What follows belongs to an exercise in optimizing a design on an open flow for small area; a production flow would make more cautious choices.
The RTL was checked by simulation tests, not by an equivalence proof against the original design.
No activity file was given, so power comes from the tool's default toggle rates.

### config.mk
export PLATFORM = sky130hd
export DESIGN_NAME = cpu_core
export DESIGN_NICKNAME = cpu_core
export VERILOG_FILES = /design/flow/design.v
export SDC_FILE = /design/flow/constraint.sdc
export NUM_CORES = 4
export LEC_CHECK = 0
export CAP_MARGIN = 10
export CORE_MARGIN = 2
export CORE_UTILIZATION = 65
export CTS_BUF_LIST = sky130_fd_sc_hd__clkbuf_8
export CTS_CLUSTER_DIAMETER = 50
export CTS_CLUSTER_SIZE = 16
export PLACE_DENSITY = 0.75
export SETUP_SLACK_MARGIN = 0.1
export SLEW_MARGIN = 10
export SYNTH_HIERARCHICAL = 1
### constraint.sdc
create_clock -name core_clock -period 6.0 [get_ports {clk}]
set_input_delay 1.2000 -clock core_clock [delete_from_list [all_inputs] [get_ports {clk}]]
set_output_delay 1.2000 -clock core_clock [all_outputs]
set_load 0.01 [all_outputs]
### design.v
`default_nettype none
package core_pkg;
	typedef enum logic [3:0] {
		ALU_ADD,
		ALU_SUB,
		ALU_AND,
		ALU_OR,
		ALU_XOR,
		ALU_SLT,
		ALU_SLL,
		ALU_LUI
	} alu_op_t;
	typedef struct packed {
		logic                  valid;
		logic [32-1:0] pc;
		logic [32-1:0] inst;
	} fetch_pkt_t;
	typedef struct packed {
		logic                     valid;
		logic [32-1:0]    pc;
		alu_op_t                  alu_op;
		logic [32-1:0]    op_a;
		logic [32-1:0]    op_b;
		logic                     wen;
		logic [5-1:0] rd;
	} exec_pkt_t;
	typedef struct packed {
		logic                     valid;
		logic [32-1:0]    pc;
		logic                     wen;
		logic [5-1:0] rd;
		logic [32-1:0]    result;
	} wb_pkt_t;
endpackage
`default_nettype wire
`timescale 1ns/1ps
`default_nettype none
module inst_fetch (
	input  wire logic                  clk,
	input  wire logic                  resetn,
	output logic                       inst_req,
	output logic [32-1:0]      inst_addr,
	input  wire logic                  inst_addr_ok,
	input  wire logic                  inst_data_ok,
	input  wire logic [32-1:0] inst_rdata,
	output logic [1:0]                 phase,
	output logic                       clear,     
	output logic                       run,       
	output logic [25:0]                ir,
	output logic [1:0]                 itype,
	output logic                       iwr,
	output logic [32-1:0]      pc,        
	output logic                       traced     
);
	localparam logic [29:0] RESET_WPC = 30'(32'hbfc00000 >> 2);
	logic [29:0] wpc;
	logic [29:0] next_wpc;
	logic        outstanding;
	logic        ir_valid;
	logic        done;
	logic [29:0] carry;
	logic [1:0]  d_itype;
	logic        d_wr;
	assign inst_req  = !outstanding && (!ir_valid || (run && phase[1]));
	always_comb
	begin
		for (int i = 0; i < 30; i++)
			carry[i] = (ir_valid || traced) && &(wpc | (30'h3fffffff << i));
	end
	assign next_wpc  = wpc ^ carry;
	assign inst_addr = {next_wpc, 2'b00};
	assign pc        = {wpc, 2'b00};
	assign done      = run && phase == 2'd3;
	always_ff @(posedge clk)
	begin
		if (!resetn)
		begin
			phase       <= 2'd0;
			clear       <= 1'b1;
			wpc         <= RESET_WPC;
			outstanding <= 1'b0;
			ir_valid    <= 1'b0;
			run         <= 1'b0;
			traced      <= 1'b0;
		end
		else
		begin
			phase <= phase + 2'd1;
			if (phase == 2'd3)
			begin
				clear <= 1'b0;
				run   <= inst_data_ok || (ir_valid && !run);
			end
			traced <= done;
			if (traced)
				wpc <= next_wpc;
			if (inst_req && inst_addr_ok)
				outstanding <= 1'b1;
			else if (inst_data_ok)
				outstanding <= 1'b0;
			if (inst_data_ok)
				ir_valid <= 1'b1;
			else if (done)
				ir_valid <= 1'b0;
		end
	end
	inst_decode u_decode (
		.inst  (inst_rdata),
		.itype (d_itype   ),
		.wr    (d_wr      )
	);
	always_ff @(posedge clk)
	begin
		if (inst_data_ok)
		begin
			ir    <= inst_rdata[25:0];
			itype <= d_itype;
			iwr   <= d_wr;
		end
	end
endmodule
`default_nettype wire
`timescale 1ns/1ps
`default_nettype none
module inst_decode (
	input  wire logic [32-1:0] inst,
	output logic [1:0]                 itype,   
	output logic                       wr
);
	logic [5:0] opcode;
	logic [5:0] funct;
	logic       valid;
	logic [4:0] dst;
	assign opcode = inst[31:26];
	assign funct  = inst[5:0];
	always_comb
	begin
		itype = 2'd0;
		valid = 1'b0;
		case (opcode)
			6'h00: valid = funct == 6'h21 || funct == 6'h23 || funct == 6'h24 || funct == 6'h25 ||
				funct == 6'h26 || funct == 6'h2a || funct == 6'h00;
			6'h09: begin itype = 2'd1; valid = 1'b1; end
			6'h0d: begin itype = 2'd2; valid = 1'b1; end
			6'h0f: begin itype = 2'd3; valid = 1'b1; end
			default: valid = 1'b0;
		endcase
		dst = (opcode == 6'h00) ? inst[15:11] : inst[20:16];
		wr  = valid && dst != 5'd0;
	end
endmodule
`default_nettype wire
`timescale 1ns/1ps
`default_nettype none
module alu_execute (
	input  wire logic        clk,
	input  wire logic [1:0]  phase,
	input  wire logic [1:0]  itype,     
	input  wire logic [15:0] imm,       
	input  wire logic [7:0]  rs_byte,
	input  wire logic [7:0]  rt_byte,
	output logic [7:0]       result,
	output logic             is_slt,
	output logic             slt        
);
	logic [5:0] funct;
	logic       special;
	logic       lui;
	logic       sub;
	logic       use_sum;
	logic       use_and;
	logic       use_xor;
	logic       use_or;
	logic       use_b;
	logic       use_sll;
	logic [1:0] iph;
	logic [7:0] imm_byte;
	logic [7:0] a;
	logic [7:0] b;
	logic [7:0] bx;
	logic [7:0] g;
	logic [7:0] p;
	logic [7:0] sum;
	logic       cin;
	logic       cout;
	logic       carry;
	logic [7:0] sll;
	assign funct   = imm[5:0];
	assign special = itype == 2'd0;
	assign lui     = itype == 2'd3;
	assign is_slt  = special && funct[3];
	assign sub     = special && funct[1] && !funct[2];
	assign use_sll = special && !funct[5];
	assign use_sum = (special && funct[5] && !funct[3] && !funct[2]) || itype == 2'd1;
	assign use_and = special && funct[5] && funct[2] && funct[1:0] == 2'd0;
	assign use_or  = (special && funct[5] && funct[2] && funct[1:0] == 2'd1) || itype == 2'd2;
	assign use_xor = special && funct[5] && funct[2] && funct[1];
	assign use_b   = lui;
	assign iph = phase ^ {lui, 1'b0};
	always_comb
	begin
		case (iph)
			2'd0: imm_byte = imm[7:0];
			2'd1: imm_byte = imm[15:8];
			default: imm_byte = {8{itype == 2'd1 && imm[15]}};
		endcase
	end
	assign a  = rs_byte;
	assign b  = special ? rt_byte : imm_byte;
	assign bx = b ^ {8{sub}};
	assign g  = a & bx;
	assign p  = a ^ bx;
	assign cin = (phase == 2'd0) ? sub : carry;
	assign {cout, sum} = {1'b0, a} + {1'b0, bx} + {8'h00, cin};
	always_ff @(posedge clk)
		carry <= cout;
	assign slt = (a[7] && !b[7]) || (!(a[7] ^ b[7]) && sum[7]);
	logic [7:0]  prev_rt;
	logic [15:0] funnel;
	logic [7:0]  t, t1, t2, t3;
	logic [1:0]  q;
	assign q = imm[10:9];
	always_comb
	begin
		funnel = {rt_byte, (phase == 2'd0) ? 8'h00 : prev_rt} << imm[8:6];
		t = funnel[15:8];
	end
	always_ff @(posedge clk)
	begin
		prev_rt <= rt_byte;
		t1      <= t;
		t2      <= t1;
		t3      <= t2;
	end
	always_comb
	begin
		case (q)
			2'd0: sll = t;
			2'd1: sll = t1;
			2'd2: sll = t2;
			default: sll = t3;
		endcase
		if (q > phase)
			sll = 8'h00;
	end
	assign result = ({8{use_sum}} & sum) | ({8{use_and}} & g) | ({8{use_xor}} & p) |
		({8{use_or}} & (g | p)) | ({8{use_b}} & b) | ({8{use_sll}} & sll);
endmodule
`default_nettype wire
`timescale 1ns/1ps
`default_nettype none
module reg_file (
	input  wire logic                     clk,
	input  wire logic [5-1:0] raddr1,
	input  wire logic [5-1:0] raddr2,
	output logic [7:0]                    rdata1,
	output logic [7:0]                    rdata2,
	input  wire logic                     wr_all,    
	input  wire logic                     wr_one,    
	input  wire logic [5-1:0] waddr,
	input  wire logic [7:0]               wdata,
	input  wire logic                     set_bit0   
);
	logic [32-1:1][7:0] q0, q1, q2, q3;
	genvar r;
	generate
		for (r = 1; r < 32; r++)
		begin : g_reg
			logic we;
			assign we = wr_all || (wr_one && waddr == r);
			always_ff @(posedge clk)
			begin
				q0[r] <= {q1[r][7:1], q1[r][0] | (we && set_bit0)};
				q1[r] <= q2[r];
				q2[r] <= we ? wdata : q3[r];
				q3[r] <= q0[r];
			end
		end
	endgenerate
	function automatic logic [7:0] read_port(
		input logic [32-1:1][7:0] q,
		input logic [5-1:0]    addr
	);
		read_port = 8'h00;
		for (int i = 1; i < 32; i++)
			read_port = read_port | (q[i] & {8{addr == i}});
	endfunction
	assign rdata1 = read_port(q0, raddr1);
	assign rdata2 = read_port(q0, raddr2);
endmodule
`default_nettype wire
`timescale 1ns/1ps
`default_nettype none
module cpu_core (
	input  wire logic                  clk,
	input  wire logic                  resetn,
	output logic                       inst_req,
	output logic                       inst_wr,
	output logic [1:0]                 inst_size,
	output logic [32-1:0]      inst_addr,
	output logic [32-1:0]      inst_wdata,
	input  wire logic                  inst_addr_ok,
	input  wire logic                  inst_data_ok,
	input  wire logic [32-1:0] inst_rdata,
	output logic [32-1:0]      debug_wb_pc,
	output logic [3:0]                 debug_wb_rf_wen,
	output logic [4:0]                 debug_wb_rf_wnum,
	output logic [32-1:0]      debug_wb_rf_wdata
);
	logic [1:0]            phase;
	logic                  clear;
	logic                  run;
	logic [25:0]           ir;
	logic [1:0]            itype;
	logic                  iwr;
	logic [32-1:0] pc;
	logic [4:0]            dst;
	logic [7:0]            rs_byte;
	logic [7:0]            rt_byte;
	logic [7:0]            result;
	logic                  is_slt;
	logic                  slt;
	logic                  last;
	logic [31:0]           done_bytes;
	logic                  traced;
	logic                  wr_en;
	logic                  wr_all;
	logic [4:0]            wr_dst;
	assign inst_wr    = 1'b0;
	assign inst_size  = 2'd2;
	assign inst_wdata = '0;
	inst_fetch u_fetch (
		.clk          (clk         ),
		.resetn       (resetn      ),
		.inst_req     (inst_req    ),
		.inst_addr    (inst_addr   ),
		.inst_addr_ok (inst_addr_ok),
		.inst_data_ok (inst_data_ok),
		.inst_rdata   (inst_rdata  ),
		.phase        (phase       ),
		.clear        (clear       ),
		.run          (run         ),
		.ir           (ir          ),
		.itype        (itype       ),
		.iwr          (iwr         ),
		.pc           (pc          ),
		.traced       (traced      )
	);
	assign dst  = (itype == 2'd0) ? ir[15:11] : ir[20:16];
	assign last = phase == 2'd3;
	alu_execute u_execute (
		.clk     (clk       ),
		.phase   (phase     ),
		.itype   (itype     ),
		.imm     (ir[15:0]  ),
		.rs_byte (rs_byte   ),
		.rt_byte (rt_byte   ),
		.result  (result    ),
		.is_slt  (is_slt    ),
		.slt     (slt       )
	);
	always_ff @(posedge clk)
	begin
		done_bytes <= {result & {8{!clear}}, done_bytes[31:9], done_bytes[8] | (last && is_slt && slt)};
		wr_dst     <= dst;
		wr_en      <= resetn && run && iwr;
		wr_all     <= clear;
	end
	reg_file u_regs (
		.clk      (clk                         ),
		.raddr1   (ir[25:21]                   ),
		.raddr2   (ir[20:16]                   ),
		.rdata1   (rs_byte                     ),
		.rdata2   (rt_byte                     ),
		.wr_all   (wr_all                      ),
		.wr_one   (wr_en                       ),
		.waddr    (wr_dst                      ),
		.wdata    (done_bytes[31:24]           ),
		.set_bit0 (run && last && is_slt && slt)
	);
	assign debug_wb_pc       = pc;
	assign debug_wb_rf_wen   = {4{wr_en && phase == 2'd0}};
	assign debug_wb_rf_wnum  = wr_dst;
	assign debug_wb_rf_wdata = done_bytes;
endmodule
`default_nettype wire
### run.sh
#!/bin/bash
# synth_recipe.tcl (not shown) runs the flow's synth.tcl, then flattens the netlist and writes it again
# the make line also repeats each setting of config.mk as NAME=value (left out here)
make -C /OpenROAD-flow-scripts/flow DESIGN_CONFIG=/design/flow/config.mk WORK_HOME=/design/flow/orfs CLKGATE_MAP_FILE= SYNTH_SCRIPT=/design/flow/synth_recipe.tcl finish
==> impl_metrics.ini, run 1 <==
[timing]
period_share_pct = 94.95
tns_ns = 0
skew_ns = 0.05646
drv_slew = 0
relSlewSlack_pct = 8.055
hold_viol = 0
fmax_mhz = 175.5
setup_viol = 0
fin_crit_ns = 5.697
rsz0062_at_grt = no
worst_pin_slew_ns = 1.376

[global_routing]
grt_max_degree = 34
antenna_found_initial = 19
grt_pass1_vias = 23190
grt_overflow = 0
grt.total_usage_pct = 45.11
grt_first_pass_wirelength_um = 171300

[cells_and_area]
fin_util_pct = 72.38
fin_nets = 2884
drive_above_1_share_pct = 17.62
stdcell_area_um2 = 37890
final_common_cell = dfxtp_1
mostFrequentLayoutCells = dfxtp_1 (1097), mux2_2 (270), clkdlybuf4s50_1 (136)
syn_to_final_growth_pct = 10.43

[yosys]
ys_seq_elements = 1129
synth.area.top_cells = dfxtp_1 (64%), mux2_2 (8.9%), edfxtp_1 (2.5%)
syn_avg_cell_area_um2 = 12.83
netlist_instances = 2675
ys_types = 88
synth_top_area_cell = dfxtp_1
synth_ff_type = dfxtp_1
synth_top_area_share_pct = 64.19
synth_edf_count = 29
yosysWarnings = 11
synthesis.area_um2 = 34310
synth_seq_area_share_pct = 66.73
async_reset_ff_share_pct = 0

[clock_network]
tritoncts = done
clock-sinks = 1129
cts_made_buffers = 87
clockBufferDepth = 3
clk_latency_ns = 0.77
cts-root-buf = clkbuf_8
clkTransAtPathRegs_ns = 0.10
ctsHtreeMaxLevel = 3

[detailed_routing]
via_per_inst = 6.681
first_pass_iters = 8
drt-total-wl_um = 124300
drc = 0
wl_per_cell_um = 35.01
vias = 23720
drt_iter0_markers = 3397
ant_nets = 0

[placed_design]
dp_hpwl_um = 88790
portBuffers = 137
place_congestion = 1.111
place_area_um2 = 36270

[job]
drv_cap = 0

[floorplanning]
start_util_pct = 65.55
dieArea_um2 = 54630
num_io_pins = 177
dieWidth_um = 233.7
rows = 84
core_um2 = 52340
chipHeight_um = 233.7

[min_path]
hold_class = flop to flop

[worst_setup_path]
critPathLaunchType = flop
cp_data_required_time_ns = 6.63
r2r_slack_ns = 0.30
path_max_fanout = 31
crit_type = flop to flop
end_kind = flop
cp.arrival_ns = 6.33

[outcome]
run_status = timing/DRC/antenna clean

[power]
power.density_nw_per_um2 = 333.3
peakVddDrop_mv = 0.3287
p_leak_uw = 0.01493
fin_total_pwr_uw = 12630
## state kept, by name, indices dropped and copies added (netlist names), 2 cells and up
register / cells
u_fetch.itype: 2
u_fetch.phase: 2
u_execute.t1: 8
u_execute.prev_rt: 7
u_regs.q1: 248
u_regs.q3: 248
u_regs.q0: 248
done_bytes: 32
wr_dst: 5
u_execute.t3: 8
u_regs.q2: 248
u_fetch.wpc: 30
u_execute.t2: 8
u_fetch.ir: 26
## worst paths after layout
| check | startpoint | endpoint | cells past startpoint |
|---|---|---|---|
| worst max-delay path | u_fetch.ir[20] | u_regs.q0[184] | 19 |
| worst max register to register | u_fetch.ir[20] | u_regs.q0[184] | 19 |
| worst min register to register | u_regs.q1[114] | u_regs.q0[114] | 0 |
| worst min-delay path | u_regs.q1[114] | u_regs.q0[114] | 0 |
## synthesized netlist by cell type (all sizes together) (4+ instances only)
master,count
nor4,13
o31ai,10
and2,31
and3,39
nand2b,14
ha,21
mux2i,44
and4,8
inv,26
nor3b,11
nand3b,10
a22oi,77
mux4,5
or3,9
a21oi,74
clkbuf,105
dfxtp,1100
mux2,272
nor2b,27
a2111oi,11
nand4,56
buf,82
o211ai,6
nand3,93
or3b,5
or4,27
nor3,36
o22a,4
xnor2,34
nor2,79
o22ai,6
o21ai,27
edfxtp,29
a32oi,65
nand2,51
a211oi,7
o2111ai,5
and3b,5
a31oi,20
a221oi,7
o21bai,33
a32o,9
a22o,7
o21a,5
xor2,27
## modules after synthesis, one instance, submodules excluded
module,flops+latches,area [um2],cells inside,times used
inst_decode,0,132.6,21,1
inst_fetch,66,3098,303,1
cpu_core,39,1225,99,1
reg_file,992,27250,1958,1
alu_execute,32,2606,294,1
## cell families after synthesis
| kind of cell | after synthesis | share of synthesized area, % |
|---|---|---|
| buffers and inverters | 214 | 3.034 |
| other | 3 | 0.03282 |
| AO/OA/AOI/OAI | 401 | 8.549 |
| AND/OR/NAND/NOR | 523 | 8.636 |
| adder cells (fa/ha/maj) | 23 | 0.8826 |
| flip-flops | 1129 | 66.73 |
| XOR/XNOR | 61 | 1.557 |
| multiplexers | 321 | 10.58 |
## through the flow
step	cells	setup slack (ns)	hold slack, ns
floorplan	2711	1.670	0.3096
global placement	3415	0.4505	0.3095
detailed placement	3415	0.5023	0.3121
CTS	3533	0.4303	0.3051
global route	3542	0.1197	0.3261
finish	3550	0.3030	0.3085
## report_power, final
group	total (uW)	switching, uW	internal [uW]
clock	3940	2470	1470
combinational	713	449	264
sequential	7970	226	7750
## layout make-up
type,instances,area (um2)
flip-flops and latches,1129,22900
fillers,3127,14460
multi-input cells,1368,10570
repair buffers,212,1929
clock buffers,89,1225
well taps,688,860.8
clock inverters,29,285.3
inverters,27,101.3
diodes,8,20.02
## metal layers
layer  vias up  routed length, um  global-route usage (%)
li1       9800                  -                       -
met1     11670              47010                   56.50
met2      1715              53300                   66.93
met3       531              13520                   14.08
met4         8              10260                   30.48
met5         -                189                   1.696
## critical path, stage by stage, from the launching register on
cell	delay (ns)
edfxtp_1	0.71
nor2b_2	0.97
buf_4	0.29
and2_1	0.36
a22oi_1	0.14
nand4_1	0.13
or4_1	0.27
a22oi_1	0.20
xnor2_1	0.21
fa_1	0.45
a21o_1	0.21
nand4_1	0.12
a31oi_1	0.13
o21a_1	0.23
o31ai_1	0.27
nand4_1	0.15
nor2_1	0.14
inv_1	0.06
buf_4	0.28
o21bai_1	0.25
## timing repair
action	CTS	global route
setup buffers	0	8
hold buffers	0	0
setup endpoints to repair	0	31
gates resized for setup	0	4
==> run 2, diff against run 1 <==
--- a/design.v
+++ b/design.v
@@ -262,31 +262,66 @@
 	input  wire logic                     set_bit0   
 );
 	logic [32-1:1][7:0] q0, q1, q2, q3;
+	logic [32-1:1] we, nwe;
+	reg_write_select u_wsel (
+		.addr (waddr ),
+		.one  (wr_one),
+		.all  (wr_all),
+		.we   (we    ),
+		.nwe  (nwe   )
+	);
 	genvar r;
 	generate
 		for (r = 1; r < 32; r++)
 		begin : g_reg
-			logic we;
-			assign we = wr_all || (wr_one && waddr == r);
 			always_ff @(posedge clk)
 			begin
-				q0[r] <= {q1[r][7:1], q1[r][0] | (we && set_bit0)};
+				q0[r] <= q1[r];
 				q1[r] <= q2[r];
-				q2[r] <= we ? wdata : q3[r];
-				q3[r] <= q0[r];
+				q2[r] <= (wdata & {8{we[r]}}) | (q3[r] & {8{nwe[r]}});
+				q3[r] <= {q0[r][7:1], q0[r][0] | (we[r] && set_bit0)};
 			end
 		end
 	endgenerate
-	function automatic logic [7:0] read_port(
-		input logic [32-1:1][7:0] q,
-		input logic [5-1:0]    addr
-	);
-		read_port = 8'h00;
+	logic [32-1:1] sel1, sel2;
+	reg_select u_sel1 (.addr (raddr1), .sel (sel1));
+	reg_select u_sel2 (.addr (raddr2), .sel (sel2));
+	reg_read   u_read1 (.sel (sel1), .q (q0), .data (rdata1));
+	reg_read   u_read2 (.sel (sel2), .q (q0), .data (rdata2));
+endmodule
+module reg_write_select (
+	input  wire logic [5-1:0] addr,
+	input  wire logic                     one,
+	input  wire logic                     all,
+	output logic [32-1:1]        we,
+	output logic [32-1:1]        nwe
+);
+	always_comb
 		for (int i = 1; i < 32; i++)
-			read_port = read_port | (q[i] & {8{addr == i}});
-	endfunction
-	assign rdata1 = read_port(q0, raddr1);
-	assign rdata2 = read_port(q0, raddr2);
+		begin
+			we[i]  = all || (one && addr == i);
+			nwe[i] = !we[i];
+		end
+endmodule
+module reg_select (
+	input  wire logic [5-1:0] addr,
+	output logic [32-1:1]        sel
+);
+	always_comb
+		for (int i = 1; i < 32; i++)
+			sel[i] = addr == i;
+endmodule
+module reg_read (
+	input  wire logic [32-1:1]      sel,
+	input  wire logic [32-1:1][7:0] q,
+	output logic [7:0]                       data
+);
+	always_comb
+	begin
+		data = 8'h00;
+		for (int i = 1; i < 32; i++)
+			data = data | (q[i] & {8{sel[i]}});
+	end
 endmodule
 `default_nettype wire
 `timescale 1ns/1ps
@@ -325,6 +360,9 @@
 	logic                  traced;
 	logic                  wr_en;
 	logic                  wr_all;
+	logic                  slt_set;
+	logic [7:0]            rs_read;
+	logic [7:0]            rt_read;
 	logic [4:0]            wr_dst;
 	assign inst_wr    = 1'b0;
 	assign inst_size  = 2'd2;
@@ -365,19 +403,22 @@
 		wr_dst     <= dst;
 		wr_en      <= resetn && run && iwr;
 		wr_all     <= clear;
+		slt_set    <= run && last && iwr && is_slt && slt;
 	end
 	reg_file u_regs (
 		.clk      (clk                         ),
 		.raddr1   (ir[25:21]                   ),
 		.raddr2   (ir[20:16]                   ),
-		.rdata1   (rs_byte                     ),
-		.rdata2   (rt_byte                     ),
+		.rdata1   (rs_read                     ),
+		.rdata2   (rt_read                     ),
 		.wr_all   (wr_all                      ),
 		.wr_one   (wr_en                       ),
 		.waddr    (wr_dst                      ),
 		.wdata    (done_bytes[31:24]           ),
-		.set_bit0 (run && last && is_slt && slt)
+		.set_bit0 (slt_set                     )
 	);
+	assign rs_byte = rs_read | {7'd0, slt_set && ir[25:21] == wr_dst};
+	assign rt_byte = rt_read | {7'd0, slt_set && ir[20:16] == wr_dst};
 	assign debug_wb_pc       = pc;
 	assign debug_wb_rf_wen   = {4{wr_en && phase == 2'd0}};
 	assign debug_wb_rf_wnum  = wr_dst;
==> impl_metrics.ini, run 2 <==
[yosys]
netlist_instances = 2669
post-synth-top-count-cell = dfxtp_1
synthXorXnorAreaFrac_pct = 1.837
synth_edf_count = 29
muxShareOfSynthArea_pct = 1.538
yosysWarnings = 14
synth_top_family_by_area = compound AO/OA/AOI/OAI gates
synth_adder_area_share_pct = 0.8944
synthSimpleGateAreaFrac_pct = 6.675
syn_avg_cell_area_um2 = 12.68
synth_ff_type = dfxtp_1
synth.area.top_cells = dfxtp_1 (65%), a22o_1 (6.8%), a22oi_1 (4.3%)
synth_seq_area_share_pct = 67.68
ys_types = 83
synth_top_area_cell = dfxtp_1
synth_compound_area_share_pct = 16.64
post_synth_most_frequent_cells = dfxtp_1 (1101), a22o_1 (263), a22oi_1 (192)
async_reset_ff_share_pct = 0
synth_top_area_share_pct = 65.11
ys_seq_elements = 1130
synthesis.area_um2 = 33850

[global_routing]
grt_max_degree = 63
grt_pass1_vias = 21050
grt_first_pass_wirelength_um = 140900
antenna_found_initial = 9
grt_overflow = 0
grt.total_usage_pct = 35.86

[floorplanning]
rows = 83
dieArea_um2 = 53920
chipHeight_um = 232.2
start_util_pct = 65.85
core_um2 = 51410
dieWidth_um = 232.2
num_io_pins = 177

[worst_setup_path]
crit_type = flop to flop
path_max_fanout = 10
cp_data_required_time_ns = 6.65
cp.arrival_ns = 5.82
critPathLaunchType = flop
end_kind = flop

[clock_network]
clock-sinks = 1130
postCtsResizedCells = 0
hold_buffers = 0
cts_made_buffers = 88
cts-root-buf = clkbuf_8
tritoncts = done
clockBufferDepth = 3
clkTransAtPathRegs_ns = 0.10
ctsHtreeMaxLevel = 3
clk_latency_ns = 0.76
cts_setup_buffers = 0

[detailed_routing]
wl_per_cell_um = 28.70
drc = 0
ant_nets = 0
via_per_inst = 6.409
vias = 21780
drt-total-wl_um = 97520
first_pass_iters = 11
drt_iter0_markers = 2559

[timing]
tns_ns = 0
period_share_pct = 86.07
rsz0062_at_grt = no
fmax_mhz = 193.6
hold_viol = 0
setup_viol = 0
drv_slew = 0
fin_ws_ns = 0.8357
fin_crit_ns = 5.164
skew_ns = 0.04139
worst_pin_slew_ns = 1.226
relSlewSlack_pct = 18.11

[cells_and_area]
fin_nets = 2748
drive_above_1_share_pct = 7.953
final_common_cell = dfxtp_1
mostFrequentLayoutCells = dfxtp_1 (1092), a22o_1 (263), a22oi_1 (192)
syn_to_final_growth_pct = 7.540

[min_path]
hold_class = flop to flop

[job]
drv_cap = 0

[power]
seqPwrFrac_pct = 63.6
p_sw_uw = 2996
power.density_nw_per_um2 = 342.7
switching_share_pct = 24.01
p_leak_uw = 0.01415
intPower_uw = 9479
comb_power_share_pct = 4.8
clockPowerShare_pct = 31.5
peakVddDrop_mv = 0.3143

[placed_design]
pre_cts_ws_ns = 1.073
place_congestion = 1.054
portBuffers = 137
dp_hpwl_um = 67010

[outcome]
run_status = timing/DRC/antenna clean
run 2: changes by cell type after synthesis, moves of 42 or more:
cell	previous run	this run
a22o_1	7	263
clkbuf_1	104	62
a32oi_1	65	1
buf_1	11	53
a21o_1	3	56
mux2_2	270	21
a22oi_1	77	192
run 2: cell families (layout without fill, tap and decap cells):
kind of cell,after synthesis,count (layout)
and+or+nand+nor,408,408
muxes,43,43
AOI/OAI and AO/OA,704,704
xor gates and xnor gates,71,71
DFF,1130,1130
buffers and inverters,287,298
adders and majority gates,23,23
other,3,41
run 2: modules after synthesis, one instance, submodules excluded:
module / cell area, um2 / copies in the design / cells / flip-flops and latches
reg_select: 217.7 / 2 / 46 / 0
reg_write_select: 653.1 / 1 / 98 / 0
inst_fetch: 3098 / 1 / 303 / 66
reg_file: 22830 / 1 / 1360 / 992
reg_read: 1364 / 2 / 190 / 0
alu_execute: 2616 / 1 / 301 / 32
cpu_core: 1355 / 1 / 114 / 40
inst_decode: 132.6 / 1 / 21 / 0
run 2: worst paths after layout:
path                        from             end  slack [ns]  cells after the start
hold reg to reg   u_regs.q1[170]  u_regs.q0[170]        0.31                      0
setup / recovery  u_fetch.ir[16]  done_bytes[30]        0.84                     18
hold / removal    u_regs.q1[170]  u_regs.q0[170]        0.31                      0
setup reg to reg  u_fetch.ir[16]  done_bytes[30]        0.84                     18
run 2: through the flow:
| stage | hold slack, ns | util, % | instance area [um2] | total power (uW) | cells |
|---|---|---|---|---|---|
| 6_report | 0.3096 | 70.82 | 36400 | 12480 | 3398 |
| 5_1_grt | 0.3148 | 70.82 | 36400 | 12840 | 3398 |
| 4_1_cts | 0.3184 | 70.81 | 36400 | 12470 | 3396 |
| 3_5_place_dp | 0.3121 | 67.84 | 34870 | 8679 | 3279 |
| 3_3_place_gp | 0.3096 | 67.84 | 34870 | 8655 | 3279 |
| 2_1_floorplan | 0.3096 | - | 33990 | 8437 | 2705 |
run 2: power by group through the flow:
stage | registers (uW) | logic [uW] | clock network [uW]
3_3_place_gp | 8090 | 566 | 0
4_1_cts | 7930 | 586 | 3960
6_report | 7940 | 603 | 3940
5_1_grt | 7950 | 638 | 4250
2_1_floorplan | 8010 | 427 | 0
3_5_place_dp | 8100 | 580 | 0
run 2: critical path, stage by stage (launching register included):
cell      delay (ns)
edfxtp_1        0.55
nand3b_1        0.34
nor2_1          0.24
a222oi_1        0.44
nand3_1         0.23
or4_1           0.63
a31o_1          0.31
nand2_1         0.09
o21ai_1         0.12
xor2_1          0.26
fa_1            0.26
inv_1           0.06
fa_1            0.41
nor2b_1         0.18
o211ai_1        0.10
a21boi_0        0.33
nor3_1          0.07
o311ai_0        0.27
nor2b_1         0.18
run 2: layer usage:
layer	vias up	part of all wire [%]	GRT usage [%]
li1	9554	-	-
met1	10810	43	50.94
met2	1187	43	52.82
met3	222	9.5	8.411
met4	4	4.3	14.76
met5	-	0.031	0
run 2: area by class of cell:
| type | instances | area, um2 |
|---|---|---|
| multi-input cells | 1288 | 9489 |
| fillers | 3424 | 15000 |
| well taps | 680 | 850.8 |
| repair buffers | 156 | 1514 |
| inverters | 25 | 93.84 |
| flip-flops and latches | 1130 | 22920 |
| clock buffers | 89 | 1225 |
| diodes | 2 | 5.005 |
| clock inverters | 28 | 304.0 |
==> run 3, diff against run 2 <==
==> flow/run.sh (new file) <==
#!/bin/bash
# The standard layout (standard.sh, with the standard synthesis
# unchanged), with two changes to how the layout is made:
#  - clock tree: clkbuf_8 buffers, leaf clusters of at most 16 sinks within
#    50 um, and no dummy loads
#  - port buffers: buf_1 (every input and output port still gets one)
# make's full output goes to standard_flow.log in this folder; each ORFS
# step also keeps its own log under orfs/logs/.
set -euo pipefail
here=$(pwd)
export CTS_ARGS="-sink_clustering_enable -repair_clock_nets -dont_use_dummy_load -buf_list sky130_fd_sc_hd__clkbuf_8 -sink_clustering_size 16 -sink_clustering_max_diameter 50"
export BUFFER_PORTS_ARGS="-buffer_cell sky130_fd_sc_hd__buf_1"
bash standard.sh > "$here/standard_flow.log" 2>&1
==> standard.sh (new file) <==
#!/bin/bash
# synth_recipe.tcl (not shown) runs the flow's synth.tcl, then flattens the netlist and writes it again
# the make line also repeats each setting of config.mk as NAME=value (left out here)
make -C /OpenROAD-flow-scripts/flow DESIGN_CONFIG=/design/flow/config.mk WORK_HOME=/design/flow/orfs CLKGATE_MAP_FILE= SYNTH_SCRIPT=/design/flow/synth_recipe.tcl "${@:-finish}"
--- a/config.mk
+++ b/config.mk
@@ -8,9 +8,6 @@
 export CAP_MARGIN = 10
 export CORE_MARGIN = 2
 export CORE_UTILIZATION = 65
-export CTS_BUF_LIST = sky130_fd_sc_hd__clkbuf_8
-export CTS_CLUSTER_DIAMETER = 50
-export CTS_CLUSTER_SIZE = 16
 export PLACE_DENSITY = 0.75
 export SETUP_SLACK_MARGIN = 0.1
 export SLEW_MARGIN = 10
removed: run.sh
==> impl_metrics.ini, run 3 <==
[placed_design]
portBuffers = 137
place_congestion = 1.004
dp_hpwl_um = 65470
pre_cts_ws_ns = 1.195

[clock_network]
clkTransAtPathRegs_ns = 0.10
cts_made_buffers = 86
hold_buffers = 0
clockBufferDepth = 3
cts-root-buf = clkbuf_8
clock-sinks = 1130
clk_latency_ns = 0.72
ctsHtreeMaxLevel = 3
tritoncts = done
postCtsResizedCells = 0
cts_setup_buffers = 0

[yosys]
synth_ff_type = dfxtp_1
synth.area.top_cells = dfxtp_1 (65%), a22o_1 (6.8%), a22oi_1 (4.3%)
synth_top_area_cell = dfxtp_1
yosysWarnings = 14
async_reset_ff_share_pct = 0
post-synth-top-count-cell = dfxtp_1
synth_edf_count = 29
post_synth_most_frequent_cells = dfxtp_1 (1101), a22o_1 (263), a22oi_1 (192)
synthesis.area_um2 = 33850
ys_types = 83
synth_top_area_share_pct = 65.11
ys_seq_elements = 1130
syn_avg_cell_area_um2 = 12.68
netlist_instances = 2669
synth_seq_area_share_pct = 67.68

[global_routing]
grt_overflow = 0
antenna_found_initial = 5
grt.total_usage_pct = 34.53
grt_pass1_vias = 20650
grt_first_pass_wirelength_um = 136300
grt_max_degree = 63

[cells_and_area]
multiInputGateArea_um2 = 9489
drive_above_1_share_pct = 7.004
syn_to_final_growth_pct = 3.992
final_common_cell = dfxtp_1
fillers = 3600
mostFrequentLayoutCells = dfxtp_1 (1092), a22o_1 (263), a22oi_1 (192)
fin_nets = 2745
seqCellArea_um2 = 22930

[floorplanning]
num_io_pins = 177
chipHeight_um = 232.2
rows = 83
dieArea_um2 = 53920
core_um2 = 51410
start_util_pct = 65.85
dieWidth_um = 232.2

[power]
clockPowerShare_pct = 28.9
p_sw_uw = 2728
peakVddDrop_mv = 0.2581
power.density_nw_per_um2 = 339.6
p_leak_uw = 0.01364
comb_power_share_pct = 4.6
intPower_uw = 9226
seqPwrFrac_pct = 66.5
switching_share_pct = 22.82

[worst_setup_path]
crit_type = flop to flop
cp.arrival_ns = 5.55
critPathLaunchType = flop
path_max_fanout = 8
cp_data_required_time_ns = 6.61
end_kind = flop

[timing]
relSlewSlack_pct = 15.69
skew_ns = 0.08065
fin_ws_ns = 1.058
setup_viol = 0
fin_crit_ns = 4.942
period_share_pct = 82.37
tns_ns = 0
hold_viol = 0
drv_slew = 0
fmax_mhz = 202.3
rsz0062_at_grt = no
worst_pin_slew_ns = 1.262

[detailed_routing]
first_pass_iters = 7
drt_iter0_markers = 2698
vias = 21540
wl_per_cell_um = 27.86
drc = 0
via_per_inst = 6.395
ant_nets = 0
drt-total-wl_um = 93830

[min_path]
hold_class = flop to flop

[outcome]
run_status = timing/DRC/antenna clean

[job]
drv_cap = 0
run 3: per-layer routing:
layer  global-route usage, %  routed length, um
met4                   13.14               3633
met3                   5.354               7358
met1                   50.30              41810
met2                   52.03              41010
met5                       0                 13
run 3: path summary, 6_finish.rpt:
check              endpoint  cells past startpoint           start  slack (ns)
max reg2reg  done_bytes[30]                     18  u_fetch.ir[20]        1.06
min          u_regs.q0[243]                      0  u_regs.q1[243]        0.26
min reg2reg  u_regs.q0[243]                      0  u_regs.q1[243]        0.26
max          done_bytes[30]                     18  u_fetch.ir[20]        1.06
run 3: per-module statistics from Yosys (local to each module, per instance):
module / flip-flops and latches / times used / cells / area (um2)
reg_file: 992 / 1 / 1360 / 22830
inst_fetch: 66 / 1 / 303 / 3098
alu_execute: 32 / 1 / 301 / 2616
reg_read: 0 / 2 / 190 / 1364
cpu_core: 40 / 1 / 114 / 1355
reg_write_select: 0 / 1 / 98 / 653.1
reg_select: 0 / 2 / 46 / 217.7
inst_decode: 0 / 1 / 21 / 132.6
run 3: kinds of logic after synthesis:
group | after synthesis | share of synthesized area, %
compound gates | 704 | 16.64
other cells | 3 | 0.03326
mux | 43 | 1.538
buf+inv | 287 | 4.705
flops | 1130 | 67.68
simple gates | 408 | 6.675
xor+xnor | 71 | 1.837
fa+ha+maj | 23 | 0.8944
run 3: worst max-delay path, cell delays in order (launching register included):
cell and delay [ns]:
edfxtp_1 0.46, nand2b_1 0.41, nor2_1 0.25, a222oi_1 0.39, nand3_1 0.17, or4_1 0.58
a31o_1 0.30, nand2_1 0.09, o21ai_1 0.11, xor2_1 0.25, fa_1 0.25, inv_1 0.06
fa_1 0.40, nor2b_1 0.17, o211ai_1 0.10, a21boi_0 0.35, nor3_1 0.08, o311ai_0 0.27
nor2b_1 0.16
run 3: final cells by class:
| type | instances | area share (%) |
|---|---|---|
| repair buffers | 155 | 1.848 |
| flip-flops and latches | 1130 | 65.12 |
| diodes | 4 | 0.02843 |
| multi-input cells | 1288 | 26.95 |
| inverters | 25 | 0.2666 |
| well taps | 680 | 2.417 |
| clock buffers | 86 | 3.362 |
run 3: per-stage QoR:
step / util, % / instance area (um2) / cells / hold slack, ns / power [uW]
floorplan: - / 33990 / 2705 / 0.3096 / 8437
global placement: 66.16 / 34010 / 3278 / 0.3095 / 8621
detailed placement: 66.16 / 34010 / 3278 / 0.3121 / 8645
CTS: 68.46 / 35190 / 3364 / 0.2531 / 11970
global route: 68.47 / 35200 / 3365 / 0.2783 / 12310
finish: 68.48 / 35200 / 3368 / 0.2574 / 11950
run 3: power by group through the flow:
stage / Combinational (uW) / Sequential (uW) / Clock (uW)
global placement: 521 / 8100 / 0
floorplan: 427 / 8010 / 0
global route: 584 / 7970 / 3760
CTS: 539 / 7940 / 3490
detailed placement: 534 / 8110 / 0
finish: 552 / 7950 / 3460
==> run 4, diff against run 3 <==
--- a/design.v
+++ b/design.v
@@ -217,7 +217,7 @@
 	assign slt = (a[7] && !b[7]) || (!(a[7] ^ b[7]) && sum[7]);
 	logic [7:0]  prev_rt;
 	logic [15:0] funnel;
-	logic [7:0]  t, t1, t2, t3;
+	logic [7:0]  t, t1, t2;
 	logic [1:0]  q;
 	assign q = imm[10:9];
 	always_comb
@@ -229,16 +229,15 @@
 	begin
 		prev_rt <= rt_byte;
 		t1      <= t;
-		t2      <= t1;
-		t3      <= t2;
+		if (q != 2'd3 || phase == 2'd1)
+			t2 <= t1;
 	end
 	always_comb
 	begin
 		case (q)
 			2'd0: sll = t;
 			2'd1: sll = t1;
-			2'd2: sll = t2;
-			default: sll = t3;
+			default: sll = t2;
 		endcase
 		if (q > phase)
 			sll = 8'h00;
==> impl_metrics.ini, run 4 <==
[outcome]
run_status = timing/DRC/antenna clean

[yosys]
synth_top_area_cell = dfxtp_1
yosysWarnings = 14
synth_top_area_share_pct = 64.49
synth_seq_area_share_pct = 67.79
post-synth-top-count-cell = dfxtp_1
ys_types = 79
async_reset_ff_share_pct = 0
synthXorXnorAreaFrac_pct = 1.872
ys_seq_elements = 1122
synthSimpleGateAreaFrac_pct = 6.684
synth_ff_type = dfxtp_1
synthesis.area_um2 = 33680
netlist_instances = 2642
syn_avg_cell_area_um2 = 12.75
post_synth_most_frequent_cells = dfxtp_1 (1085), a22o_1 (264), a22oi_1 (196)
synth.area.top_cells = dfxtp_1 (64%), a22o_1 (6.9%), a22oi_1 (4.4%)
synth_adder_area_share_pct = 0.8991
muxShareOfSynthArea_pct = 1.259
synth_edf_count = 37
synth_top_family_by_area = compound AO/OA/AOI/OAI gates
synth_compound_area_share_pct = 16.74

[placed_design]
place_area_um2 = 33840
place_congestion = 0.9559
dp_hpwl_um = 63450
portBuffers = 137

[timing]
fmax_mhz = 191.1
setup_viol = 0
worst_pin_slew_ns = 1.218
fin_crit_ns = 5.233
relSlewSlack_pct = 18.63
hold_viol = 0
rsz0062_at_grt = no
drv_slew = 0
tns_ns = 0
period_share_pct = 87.21
skew_ns = 0.08296

[worst_setup_path]
worstPathCellList = nand2b_1 > nor2_1 > a222oi_1 > nand3_1 > or4_1 > a31o_1 > nand2_1 > o21ai_0 > xor2_1 > fa_1 > inv_1 > fa_1 > nor2b_1 > a221oi_1 > o21ai_0 > xor2_1 > a221o_1 > nor2b_1
cp_data_required_time_ns = 6.53
path_depth = 18
critPathLaunchType = flop
worst_path_largest_cell_delay_ns = 0.57
path_buf_inv = 1
cp.arrival_ns = 5.76
path_max_fanout = 8
crit_type = flop to flop
critical_path.top_delay_family = compound AO/OA/AOI/OAI gates
cpMaxStageDelayCell = or4_1
end_kind = flop
reg2regPathDepth = 18

[clock_network]
cts_made_buffers = 86
cts_setup_buffers = 0
clockBufferDepth = 3
clkTransAtPathRegs_ns = 0.10
hold_buffers = 0
clock-sinks = 1122
clk_latency_ns = 0.70
cts-root-buf = clkbuf_8
ctsHtreeMaxLevel = 3
tritoncts = done
postCtsResizedCells = 0

[floorplanning]
rows = 83
chipHeight_um = 231.6
core_um2 = 51300
dieArea_um2 = 53650
dieWidth_um = 231.6
num_io_pins = 177
start_util_pct = 65.65

[min_path]
whs_path_depth = 0
hold_class = flop to flop

[detailed_routing]
drc = 0
drt_iter0_markers = 2202
vias = 21090
via_per_inst = 6.308
first_pass_iters = 6
wl_per_cell_um = 27.30
drt-total-wl_um = 91250
ant_nets = 0

[cells_and_area]
fin_nets = 2722
mostFrequentLayoutCells = dfxtp_1 (1076), a22o_1 (264), a22oi_1 (196)
syn_to_final_growth_pct = 4.020
drive_above_1_share_pct = 6.915
stdcell_area_um2 = 35030
final_common_cell = dfxtp_1

[power]
power.density_nw_per_um2 = 339.3
peakVddDrop_mv = 0.2199
p_leak_uw = 0.01360

[global_routing]
grt_first_pass_wirelength_um = 132200
grt.total_usage_pct = 33.83
grt_overflow = 0
grt_max_degree = 63
antenna_found_initial = 5
grt_pass1_vias = 20480

[job]
drv_cap = 0
[run 4: worst paths after layout]
path	startpoint	end	slack, ns
min	u_regs.q1[243]	u_regs.q0[243]	0.27
min reg2reg	u_regs.q1[243]	u_regs.q0[243]	0.27
max	u_fetch.ir[20]	done_bytes[30]	0.77
max reg2reg	u_fetch.ir[20]	done_bytes[30]	0.77
[run 4: per-module statistics from Yosys, one instance, submodules excluded]
module | copies in the design | flip-flops and latches | cells | cell area, um2
reg_file | 1 | 992 | 1360 | 22830
reg_select | 2 | 0 | 46 | 217.7
inst_decode | 1 | 0 | 21 | 132.6
reg_write_select | 1 | 0 | 98 | 653.1
cpu_core | 1 | 40 | 114 | 1355
inst_fetch | 1 | 66 | 303 | 3098
alu_execute | 1 | 24 | 274 | 2442
reg_read | 2 | 0 | 190 | 1364
[run 4: routing by layer]
metal  GRT usage (%)  part of all wire [%]  vias to the layer above
li1                -                     -                     9462
met4           14.90                   4.2                        4
met3           7.776                   8.6                      212
met5               0                 0.032                        -
met2           52.22                    45                     1022
met1           45.80                    43                    10390
[run 4: worst register-to-register path: cells and delay by family (launching register included)]
family | cells | cell delay, ns
AOI/OAI and AO/OA | 6 | 1.82
and+or+nand+nor | 7 | 1.63
adders and majority gates | 2 | 0.65
DFF | 1 | 0.49
xor gates and xnor gates | 2 | 0.39
buffers and inverters | 1 | 0.08
[run 4: where the power goes]
| part | switching (uW) | leakage (uW) | internal (uW) |
|---|---|---|---|
| registers | 165 | 0.00914 | 7710 |
| logic | 386 | 0.00385 | 186 |
| clock network | 2150 | 0.000618 | 1280 |
| total | 2700 | 0.0136 | 9190 |
[run 4: final cells by class]
| type | instances | area, um2 |
|---|---|---|
| inverters | 24 | 90.09 |
| fillers | 3683 | 16270 |
| clock buffers | 86 | 1184 |
| flip-flops and latches | 1122 | 22840 |
| diodes | 2 | 5.005 |
| multi-input cells | 1272 | 9394 |
| well taps | 680 | 850.8 |
| repair buffers | 157 | 665.6 |
[run 4: stage by stage]
stage	hold slack (ns)	setup WS (ns)	util, %	std cells	total power, uW
floorplan	0.3096	1.561	-	2678	8392
global placement	0.3095	0.9660	65.97	3255	8579
detailed placement	0.3121	0.8821	65.97	3255	8600
CTS	0.2732	0.8465	68.28	3341	11910
global route	0.2831	0.4717	68.28	3341	12260
finish	0.2707	0.7671	68.29	3343	11890
[run 4: logic make-up after synthesis]
group	count (synthesis)
AND/OR/NAND/NOR	402
XOR/XNOR	72
other	3
multiplexers	34
adder cells (fa/ha/maj)	23
flip-flops	1122
AO/OA/AOI/OAI	702
buffers and inverters	284
==> run 5, diff against run 4 <==
--- a/design.v
+++ b/design.v
@@ -61,6 +61,8 @@
 	logic [29:0] carry;
 	logic [1:0]  d_itype;
 	logic        d_wr;
+	logic        load;
+	logic        hold;
 	assign inst_req  = !outstanding && (!ir_valid || (run && phase[1]));
 	always_comb
 	begin
@@ -92,8 +94,7 @@
 				run   <= inst_data_ok || (ir_valid && !run);
 			end
 			traced <= done;
-			if (traced)
-				wpc <= next_wpc;
+			wpc <= wpc ^ (carry & {30{traced}});
 			if (inst_req && inst_addr_ok)
 				outstanding <= 1'b1;
 			else if (inst_data_ok)
@@ -106,17 +107,17 @@
 	end
 	inst_decode u_decode (
 		.inst  (inst_rdata),
+		.valid (inst_data_ok),
 		.itype (d_itype   ),
-		.wr    (d_wr      )
+		.wr    (d_wr      ),
+		.load  (load      ),
+		.hold  (hold      )
 	);
 	always_ff @(posedge clk)
 	begin
-		if (inst_data_ok)
-		begin
-			ir    <= inst_rdata[25:0];
-			itype <= d_itype;
-			iwr   <= d_wr;
-		end
+		ir    <= (inst_rdata[25:0] & {26{load}}) | (ir & {26{hold}});
+		itype <= (d_itype & {2{load}}) | (itype & {2{hold}});
+		iwr   <= (d_wr && load) || (iwr && hold);
 	end
 endmodule
 `default_nettype wire
@@ -124,29 +125,34 @@
 `default_nettype none
 module inst_decode (
 	input  wire logic [32-1:0] inst,
+	input  wire logic                  valid,   
 	output logic [1:0]                 itype,   
-	output logic                       wr
+	output logic                       wr,
+	output logic                       load,    
+	output logic                       hold     
 );
+	assign load = valid;
+	assign hold = !valid;
 	logic [5:0] opcode;
 	logic [5:0] funct;
-	logic       valid;
+	logic       known;
 	logic [4:0] dst;
 	assign opcode = inst[31:26];
 	assign funct  = inst[5:0];
 	always_comb
 	begin
 		itype = 2'd0;
-		valid = 1'b0;
+		known = 1'b0;
 		case (opcode)
-			6'h00: valid = funct == 6'h21 || funct == 6'h23 || funct == 6'h24 || funct == 6'h25 ||
+			6'h00: known = funct == 6'h21 || funct == 6'h23 || funct == 6'h24 || funct == 6'h25 ||
 				funct == 6'h26 || funct == 6'h2a || funct == 6'h00;
-			6'h09: begin itype = 2'd1; valid = 1'b1; end
-			6'h0d: begin itype = 2'd2; valid = 1'b1; end
-			6'h0f: begin itype = 2'd3; valid = 1'b1; end
-			default: valid = 1'b0;
+			6'h09: begin itype = 2'd1; known = 1'b1; end
+			6'h0d: begin itype = 2'd2; known = 1'b1; end
+			6'h0f: begin itype = 2'd3; known = 1'b1; end
+			default: known = 1'b0;
 		endcase
 		dst = (opcode == 6'h00) ? inst[15:11] : inst[20:16];
-		wr  = valid && dst != 5'd0;
+		wr  = known && dst != 5'd0;
 	end
 endmodule
 `default_nettype wire
==> flow/run.sh (replaced) <==
#!/bin/bash
# The standard layout (standard.sh, with the standard synthesis
# unchanged), with two changes to how the layout is made:
#  - clock tree: clkbuf_4 buffers, leaf clusters of at most 10 sinks within
#    40 um, and no dummy loads
#  - port buffers: buf_1 (every input and output port still gets one)
# make's full output goes to standard_flow.log in this folder; each ORFS
# step also keeps its own log under orfs/logs/.
set -euo pipefail
here=$(pwd)
export CTS_ARGS="-sink_clustering_enable -repair_clock_nets -dont_use_dummy_load -buf_list sky130_fd_sc_hd__clkbuf_4 -sink_clustering_size 10 -sink_clustering_max_diameter 40"
export BUFFER_PORTS_ARGS="-buffer_cell sky130_fd_sc_hd__buf_1"
bash standard.sh > "$here/standard_flow.log" 2>&1
==> impl_metrics.ini, run 5 <==
[timing]
hold_viol = 0
relSlewSlack_pct = 24.14
fin_crit_ns = 5.513
fin_ws_ns = 0.4871
drv_slew = 0
period_share_pct = 91.88
skew_ns = 0.1213
fin_hold_ws_ns = 0.2790
fmax_mhz = 181.4
tns_ns = 0
rsz0062_at_grt = no
setup_viol = 0
worst_pin_slew_ns = 1.136

[cells_and_area]
fin_nets = 2796
drive_above_1_share_pct = 8.742
mostFrequentLayoutCells = dfxtp_1 (1104), a22o_1 (293), a22oi_1 (196)
fin_util_pct = 68.06
syn_to_final_growth_pct = 3.725
final_common_cell = dfxtp_1

[placed_design]
pre_cts_ws_ns = 0.6758
dp_hpwl_um = 66070
place_congestion = 1.068
portBuffers = 137

[yosys]
ys_types = 75
ys_seq_elements = 1122
synth_seq_area_share_pct = 67.10
synth_top_area_cell = dfxtp_1
async_reset_ff_share_pct = 0
synth_top_area_share_pct = 66.39
netlist_instances = 2658
post_synth_most_frequent_cells = dfxtp_1 (1114), a22o_1 (293), a22oi_1 (196)
synth_ff_type = dfxtp_1
synth.area.top_cells = dfxtp_1 (66%), a22o_1 (7.6%), a22oi_1 (4.4%)
post-synth-top-count-cell = dfxtp_1
syn_avg_cell_area_um2 = 12.64
yosysWarnings = 14
synth_edf_count = 8
synthesis.area_um2 = 33590

[clock_network]
postCtsResizedCells = 0
clockBufferDepth = 3
tritoncts = done
clkTransAtPathRegs_ns = 0.10
cts-root-buf = clkbuf_4
clock-sinks = 1122
hold_buffers = 0
cts_made_buffers = 137
clk_latency_ns = 1.01
cts_setup_buffers = 0
ctsHtreeMaxLevel = 4

[detailed_routing]
met1_length_um = 42180
first_pass_iters = 8
vias = 21820
met3_wirelength_um = 8774
via_per_inst = 6.383
wl_per_cell_um = 27.65
ant_nets = 0
met2_length_um = 40710
drt-total-wl_um = 94500
routed.top_layer = met4
drc = 0
drt_iter0_markers = 2556

[floorplanning]
dieArea_um2 = 53520
start_util_pct = 65.61
core_um2 = 51200
num_io_pins = 177
chipHeight_um = 231.3
rows = 83
dieWidth_um = 231.3

[power]
p_leak_uw = 0.01382
peakVddDrop_mv = 0.2822
power.density_nw_per_um2 = 330.1

[outcome]
run_status = timing/DRC/antenna clean

[global_routing]
grt_first_pass_wirelength_um = 137600
grt_max_degree = 45
grt_pass1_vias = 20750
grt_overflow = 0
antenna_found_initial = 7
grt.total_usage_pct = 35.30

[worst_setup_path]
path_max_fanout = 8
cp_data_required_time_ns = 6.75
cp-startpoint = u_fetch.ir[20]
end_kind = flop
crit_type = flop to flop
r2r-start = u_fetch.ir[20]
cp.arrival_ns = 6.27
critPathLaunchType = flop

[min_path]
hold_class = flop to flop
min-delay-start = u_regs.q1[178]

[job]
drv_cap = 0
-- run 5: changes by cell type after synthesis, sizes merged, moves of 6 or more --
cell and delta:
a21oi -8, nor3 -10, xnor2 +10, and3 +8, nor2 -14, and2 +20, edfxtp -29, o31ai -6
dfxtp +29, a22o +29, nand2 +16, or4 -9
-- run 5: final timing paths --
check              endpoint  slack (ns)  cells after the start
max          done_bytes[30]        0.49                     18
min          u_regs.q0[178]        0.28                      0
max reg2reg  done_bytes[30]        0.49                     18
min reg2reg  u_regs.q0[178]        0.28                      0
-- run 5: power by group --
| part | switching [uW] | internal [uW] | leakage (uW) |
|---|---|---|---|
| clock network | 2160 | 1050 | 0.000630 |
| logic | 359 | 172 | 0.00410 |
| registers | 140 | 7610 | 0.00909 |
-- run 5: routing by layer --
metal | GRT usage, % | up-vias
met5 | 0 | -
met4 | 13.45 | 0
met3 | 7.296 | 156
met2 | 51.11 | 1251
met1 | 52.07 | 10770
li1 | - | 9636
-- run 5: kinds of logic after synthesis --
group / share of synthesized area (%)
adders and majority gates: 0.9386
AOI/OAI and AO/OA: 17.25
buffers and inverters: 4.630
muxes: 1.132
DFF: 67.10
other: 0.03352
xor gates and xnor gates: 2.164
and+or+nand+nor: 6.753
-- run 5: per-stage QoR --
| stage | area (um2) | power [uW] | cells |
|---|---|---|---|
| after floorplan | 33730 | 8250 | 2694 |
| after global placement | 33800 | 8411 | 3277 |
| after detailed placement | 33800 | 8429 | 3277 |
| after CTS | 34830 | 11540 | 3414 |
| after global routing | 34840 | 11910 | 3416 |
| final | 34840 | 11500 | 3418 |
-- run 5: cell type report --
type / instances / area, um2
Inverter: 22 / 82.58
Multi-Input combinational cell: 1293 / 9630
Sequential cell: 1122 / 22550
Antenna cell: 4 / 10.01
Tap cell: 680 / 850.8
Clock buffer: 137 / 1028
Fill cell: 3612 / 16350
Timing Repair Buffer: 160 / 686.9
-- run 5: worst max-delay path: stages (launching register included) --
cell and delay (ns):
dfxtp_1 0.49, nand2b_1 0.45, nor2_1 0.24, a222oi_1 0.47, nand3_1 0.22, or4_1 0.58
a31o_1 0.27, nand2_1 0.07, o21ai_0 0.16, xor2_1 0.22, fa_1 0.45, inv_1 0.09
fa_1 0.22, nor2b_1 0.07, a221oi_1 0.45, o21ai_0 0.24, xor2_1 0.18, a221o_1 0.32
nor2b_1 0.12
-- run 5: per-module statistics from Yosys (local to each module, per instance), a selection --
| module | cells | flops+latches | cell area (um2) |
|---|---|---|---|
| reg_read | 190 | 0 | 1364 |
| inst_decode | 23 | 0 | 143.9 |
| cpu_core | 114 | 40 | 1355 |
| reg_select | 46 | 0 | 217.7 |
| inst_fetch | 317 | 66 | 3000 |
| alu_execute | 274 | 24 | 2442 |
| reg_write_select | 98 | 0 | 653.1 |
==> run 6, diff against run 5 <==
==> flow/run.sh (replaced) <==
#!/bin/bash
# The standard layout (standard.sh, with the standard synthesis
# unchanged), with two changes to how the layout is made:
#  - clock tree: clkbuf_4 buffers, leaf clusters of at most 11 sinks within
#    40 um, and no dummy loads
#  - port buffers: buf_1 (every input and output port still gets one)
# make's full output goes to standard_flow.log in this folder; each ORFS
# step also keeps its own log under orfs/logs/.
set -euo pipefail
here=$(pwd)
export CTS_ARGS="-sink_clustering_enable -repair_clock_nets -dont_use_dummy_load -buf_list sky130_fd_sc_hd__clkbuf_4 -sink_clustering_size 11 -sink_clustering_max_diameter 40"
export BUFFER_PORTS_ARGS="-buffer_cell sky130_fd_sc_hd__buf_1"
bash standard.sh > "$here/standard_flow.log" 2>&1
==> impl_metrics.ini, run 6 <==
[yosys]
ys_seq_elements = 1122
synth.area.top_cells = dfxtp_1 (66%), a22o_1 (7.6%), a22oi_1 (4.4%)
synth_edf_count = 8
synth_seq_area_share_pct = 67.10
syn_avg_cell_area_um2 = 12.64
async_reset_ff_share_pct = 0
synth_ff_type = dfxtp_1
ys_types = 75
post_synth_most_frequent_cells = dfxtp_1 (1114), a22o_1 (293), a22oi_1 (196)
netlist_instances = 2658
synthesis.area_um2 = 33590
synth_top_area_share_pct = 66.39
synth_top_area_cell = dfxtp_1
post-synth-top-count-cell = dfxtp_1
yosysWarnings = 14

[timing]
rsz0062_at_grt = no
fmax_mhz = 181.4
period_share_pct = 91.90
tns_ns = 0
relSlewSlack_pct = 16.84
fin_hold_ws_ns = 0.2818
fin_crit_ns = 5.514
worst_pin_slew_ns = 1.245
skew_ns = 0.1330
setup_viol = 0
drv_slew = 0
hold_viol = 0

[placed_design]
place_congestion = 1.068
place_area_um2 = 33800
dp_hpwl_um = 66070
dp_cells = 3277
portBuffers = 137

[detailed_routing]
drt_iter0_markers = 2462
drc = 0
via_per_inst = 6.358
ant_nets = 0
first_pass_iters = 7
vias = 21630
drt-total-wl_um = 94170
wl_per_cell_um = 27.69

[global_routing]
grt_max_degree = 45
grt_first_pass_wirelength_um = 136800
grt_overflow = 0
grt.total_usage_pct = 34.86
grt_pass1_vias = 20610
antenna_found_initial = 3

[worst_setup_path]
path_buf_inv = 1
r2r-end = done_bytes[30]
cpMaxStageDelayCell = or4_1
path_max_fanout = 8
worst_path_largest_cell_delay_ns = 0.60
cp_data_required_time_ns = 6.68
worstPathCellList = nand2b_1 > nor2_1 > a222oi_1 > nand3_1 > or4_1 > a31o_1 > nand2_1 > o21ai_0 > xor2_1 > fa_1 > inv_1 > fa_1 > nor2b_1 > a221oi_1 > o21ai_0 > xor2_1 > a221o_1 > nor2b_1
cp.arrival_ns = 6.19
r2r-start = u_fetch.ir[20]
reg2regPathDepth = 18
critPathLaunchType = flop
r2r_slack_ns = 0.49
critical_path.top_delay_family = compound AO/OA/AOI/OAI gates
end_kind = flop
crit_type = flop to flop

[power]
intPower_uw = 8705
switching_share_pct = 23.11
fin_total_pwr_uw = 11320
p_sw_uw = 2616
clockPowerShare_pct = 26.8
p_leak_uw = 0.01374
seqPwrFrac_pct = 68.5
peakVddDrop_mv = 0.2490
comb_power_share_pct = 4.7
power.density_nw_per_um2 = 326.1

[outcome]
run_status = timing/DRC/antenna clean

[cells_and_area]
drive_above_1_share_pct = 8.205
fillers = 3617
syn_to_final_growth_pct = 3.360
mostFrequentLayoutCells = dfxtp_1 (1104), a22o_1 (293), a22oi_1 (196)
stdcell_area_um2 = 34720
fin_cells = 3401
final_common_cell = dfxtp_1
fin_nets = 2780

[clock_network]
clock-sinks = 1122
tritoncts = done
clk_latency_ns = 0.92
cts_setup_buffers = 0
clkTransAtPathRegs_ns = 0.11
clockBufferDepth = 3
postCtsResizedCells = 0
ctsHtreeMaxLevel = 3
cts-root-buf = clkbuf_4
cts_made_buffers = 121
hold_buffers = 0

[floorplanning]
core_um2 = 51200
dieArea_um2 = 53520
chipHeight_um = 231.3
start_util_pct = 65.61
dieWidth_um = 231.3
rows = 83
num_io_pins = 177

[min_path]
whs_path_depth = 0
min-delay-start = u_regs.q1[210]
hold_end = u_regs.q0[210]
hold_class = flop to flop

[job]
drv_cap = 0
## run 6: cell counts after synthesis
Identical to the previous run, type by type.
## run 6: metal layers
| layer | track usage, % | part of all wire, % |
|---|---|---|
| met5 | 0 | 0 |
| met4 | 12.70 | 3.3 |
| met3 | 6.348 | 8.8 |
| met2 | 50.73 | 43 |
| met1 | 51.98 | 45 |
## run 6: Yosys stat by module (local to each module, per instance)
module | cells | times used | cell area (um2)
alu_execute | 274 | 1 | 2442
reg_select | 46 | 2 | 217.7
reg_read | 190 | 2 | 1364
inst_decode | 23 | 1 | 143.9
cpu_core | 114 | 1 | 1355
reg_file | 1360 | 1 | 22830
reg_write_select | 98 | 1 | 653.1
inst_fetch | 317 | 1 | 3000
## run 6: worst max path at each step
stage / from / end / slack, ns / cells past startpoint
finish: u_fetch.ir[20] / done_bytes[30] / 0.49 / 18
global route: u_fetch.ir[20] / done_bytes[30] / 0.21 / 18
CTS: u_fetch.ir[20] / done_bytes[30] / 0.60 / 18
detailed placement: u_fetch.ir[20] / done_bytes[30] / 0.68 / 18
global placement: u_fetch.ir[20] / done_bytes[30] / 0.74 / 18
floorplan: u_fetch.ir[20] / done_bytes[30] / 1.57 / 20
## run 6: power by group through the flow
stage          Sequential (uW)  Combinational, uW  Clock (uW)
2_1_floorplan             7850                401           0
3_3_place_gp              7910                504           0
3_5_place_dp              7920                514           0
4_1_cts                   7750                517        3090
5_1_grt                   7770                561        3390
6_report                  7750                531        3040
## run 6: kinds of logic after synthesis
family          Yosys count  synth area share (%)
buf+inv                 279                 4.630
fa+ha+maj                24                0.9386
flops                  1122                 67.10
xor+xnor                 83                 2.164
simple gates            402                 6.753
mux                      30                 1.132
compound gates          715                 17.25
other cells               3               0.03352
## run 6: area by class of cell
class	count	area, um2	area share, %
antenna	3	7.507	0.02162
tap	680	850.8	2.450
multi-input combinational	1293	9630	27.74
timing repair buffer	160	686.9	1.978
sequential	1122	22550	64.96
inverter	22	82.58	0.2378
clock buffer	121	908.4	2.616
## run 6: per-stage QoR
stage               setup WS, ns  util [%]
global placement          0.7404     66.03
CTS                       0.5989     67.80
finish                    0.4859     67.82
floorplan                  1.574         -
global route              0.2072     67.81
detailed placement        0.6758     66.03
==> run 7, diff against run 6 <==
==> flow/run.sh (replaced) <==
#!/bin/bash
# The standard layout (standard.sh, with the standard synthesis
# unchanged), with two changes to how the layout is made:
#  - clock tree: clkbuf_4 buffers, leaf clusters of at most 11 sinks within
#    45 um, and no dummy loads
#  - port buffers: buf_1 (every input and output port still gets one)
# make's full output goes to standard_flow.log in this folder; each ORFS
# step also keeps its own log under orfs/logs/.
set -euo pipefail
here=$(pwd)
export CTS_ARGS="-sink_clustering_enable -repair_clock_nets -dont_use_dummy_load -buf_list sky130_fd_sc_hd__clkbuf_4 -sink_clustering_size 11 -sink_clustering_max_diameter 45"
export BUFFER_PORTS_ARGS="-buffer_cell sky130_fd_sc_hd__buf_1"
bash standard.sh > "$here/standard_flow.log" 2>&1
==> impl_metrics.ini, run 7 <==
[detailed_routing]
vias = 21600
via_per_inst = 6.351
drt_iter0_markers = 2540
first_pass_iters = 8
ant_nets = 0
drc = 0
wl_per_cell_um = 27.63
drt-total-wl_um = 93980

[global_routing]
grt_max_degree = 45
grt_pass1_vias = 20550
grt.total_usage_pct = 34.90
antenna_found_initial = 7
grt_overflow = 0
grt_first_pass_wirelength_um = 137000

[timing]
skew_ns = 0.1281
setup_viol = 0
period_share_pct = 90.40
fin_hold_ws_ns = 0.2700
worst_pin_slew_ns = 1.157
fmax_mhz = 184.4
rsz0062_at_grt = no
tns_ns = 0
fin_ws_ns = 0.5758
relSlewSlack_pct = 22.72
drv_slew = 0
hold_viol = 0
fin_crit_ns = 5.424

[worst_setup_path]
path_max_fanout = 8
crit_type = flop to flop
cp_data_required_time_ns = 6.76
r2r-start = u_fetch.ir[20]
cp.arrival_ns = 6.18
critPathLaunchType = flop
end_kind = flop
cp-startpoint = u_fetch.ir[20]

[cells_and_area]
multiInputGateArea_um2 = 9630
syn_to_final_growth_pct = 3.300
fin_cells = 3401
fillers = 3626
seqCellArea_um2 = 22550
fin_nets = 2776
drive_above_1_share_pct = 8.069
fin_util_pct = 67.78
mostFrequentLayoutCells = dfxtp_1 (1104), a22o_1 (293), a22oi_1 (196)
final_common_cell = dfxtp_1

[floorplanning]
dieArea_um2 = 53520
core_um2 = 51200
rows = 83
num_io_pins = 177
chipHeight_um = 231.3
start_util_pct = 65.61
dieWidth_um = 231.3

[clock_network]
tritoncts = done
hold_buffers = 0
clockBufferDepth = 3
ctsHtreeMaxLevel = 3
clock-sinks = 1122
cts-root-buf = clkbuf_4
cts_setup_buffers = 0
clk_latency_ns = 0.93
postCtsResizedCells = 0
cts_made_buffers = 117
clkTransAtPathRegs_ns = 0.12

[yosys]
async_reset_ff_share_pct = 0
synth_top_area_share_pct = 66.39
synthesis.area_um2 = 33590
netlist_instances = 2658
syn_avg_cell_area_um2 = 12.64
ys_seq_elements = 1122
post_synth_most_frequent_cells = dfxtp_1 (1114), a22o_1 (293), a22oi_1 (196)
synth_top_area_cell = dfxtp_1
synth_seq_area_share_pct = 67.10
synth_edf_count = 8
synth_ff_type = dfxtp_1
post-synth-top-count-cell = dfxtp_1
yosysWarnings = 14
ys_types = 75
synth.area.top_cells = dfxtp_1 (66%), a22o_1 (7.6%), a22oi_1 (4.4%)

[power]
p_leak_uw = 0.01372
power.density_nw_per_um2 = 325.2
peakVddDrop_mv = 0.2486

[placed_design]
portBuffers = 137
place_congestion = 1.068
dp_cells = 3277
dp_hpwl_um = 66070
pre_cts_ws_ns = 0.6758

[job]
drv_cap = 0

[min_path]
hold_class = flop to flop
min-delay-start = u_regs.q1[190]

[outcome]
run_status = timing/DRC/antenna clean
[run 7: cell counts after synthesis]
No cell type changed its count.
[run 7: worst paths after layout]
check                    to  slack (ns)  depth (start not counted)
max reg2reg  done_bytes[30]        0.58                         18
max          done_bytes[30]        0.58                         18
min reg2reg  u_regs.q0[190]        0.27                          0
min          u_regs.q0[190]        0.27                          0
[run 7: where the power goes]
| group | internal, uW | switching [uW] | total, uW |
|---|---|---|---|
| Sequential | 7610 | 140 | 7750 |
| Combinational | 172 | 358 | 531 |
| Clock | 892 | 2110 | 3000 |
[run 7: cell families (layout without fill, tap and decap cells)]
family,after synthesis,after routing,synth area share (%)
buffers and inverters,279,299,4.630
flip-flops,1122,1122,67.10
other,3,46,0.03352
adder cells (fa/ha/maj),24,24,0.9386
XOR/XNOR,83,83,2.164
multiplexers,30,30,1.132
AO/OA/AOI/OAI,715,715,17.25
AND/OR/NAND/NOR,402,402,6.753
[run 7: worst max-delay path, stage by stage (launching register included)]
cell      delay, ns
dfxtp_1        0.49
nand2b_1       0.43
nor2_1         0.25
a222oi_1       0.50
nand3_1        0.23
or4_1          0.58
a31o_1         0.27
nand2_1        0.07
o21ai_0        0.16
xor2_1         0.22
fa_1           0.45
inv_1          0.09
fa_1           0.22
nor2b_1        0.06
a221oi_1       0.44
o21ai_0        0.24
xor2_1         0.18
a221o_1        0.31
nor2b_1        0.12
[run 7: final cells by class]
cell class / count / share of cell area (%)
flip-flops and latches: 1122 / 65.00
multi-input cells: 1293 / 27.75
inverters: 22 / 0.2380
clock buffers: 117 / 2.531
repair buffers: 160 / 1.980
diodes: 7 / 0.05048
well taps: 680 / 2.452
[run 7: Yosys stat by module (local to each module, per instance)]
module	cell area [um2]	flops+latches	times used
reg_write_select	653.1	0	1
inst_fetch	3000	66	1
reg_select	217.7	0	2
reg_file	22830	992	1
inst_decode	143.9	0	1
cpu_core	1355	40	1
alu_execute	2442	24	1
reg_read	1364	0	2
[run 7: metrics by stage]
stage               total power [uW]  area (um2)
floorplan                       8250       33730
global placement                8411       33800
detailed placement              8429       33800
CTS                            11310       34680
global route                   11690       34690
finish                         11280       34700
[run 7: layer usage]
layer  vias to the layer above  GRT usage (%)  share of wire [%]
met4                         2          11.43                3.0
met1                     10660          51.82                 44
li1                       9584              -                  -
met5                         -              0             0.0085
met2                      1195          51.09                 43
met3                       160          7.074                9.5

[re-timing with driven ports]
The flow's constraints put no driver on any port. The routed layouts listed below were extracted and timed again, unchanged, in two steps. Step 1: set_driving_cell puts a clkbuf_16 on clk and a buf_2 on each other input, an assumption about the parent block. Step 2, shift: input delay + t, output delay - t, t = (earliest + latest rising clock arrival at the registers) / 2. This alone moves slack from input paths to output paths. a / b / c = no drivers / after step 1 / after step 2; a / b = the first two.
| run | shift t [ns] | slack for setup (ns) |
|---|---|---|
| run 1 | 0.805 | 0.303 / 0.303 / 0.303 |
| run 2 | 0.798 | 0.836 / 0.836 / 0.836 |
| run 3 | 0.730 | 1.058 / 1.058 / 1.058 |
| run 4 | 0.720 | 0.767 / 0.767 / 0.767 |
| run 5 | 1.007 | 0.487 / 0.487 / 0.487 |
| run 6 | 0.911 | 0.486 / 0.486 / 0.486 |
| run 7 | 0.924 | 0.576 / 0.576 / 0.576 |
After both steps setup and hold are still met in every run listed.
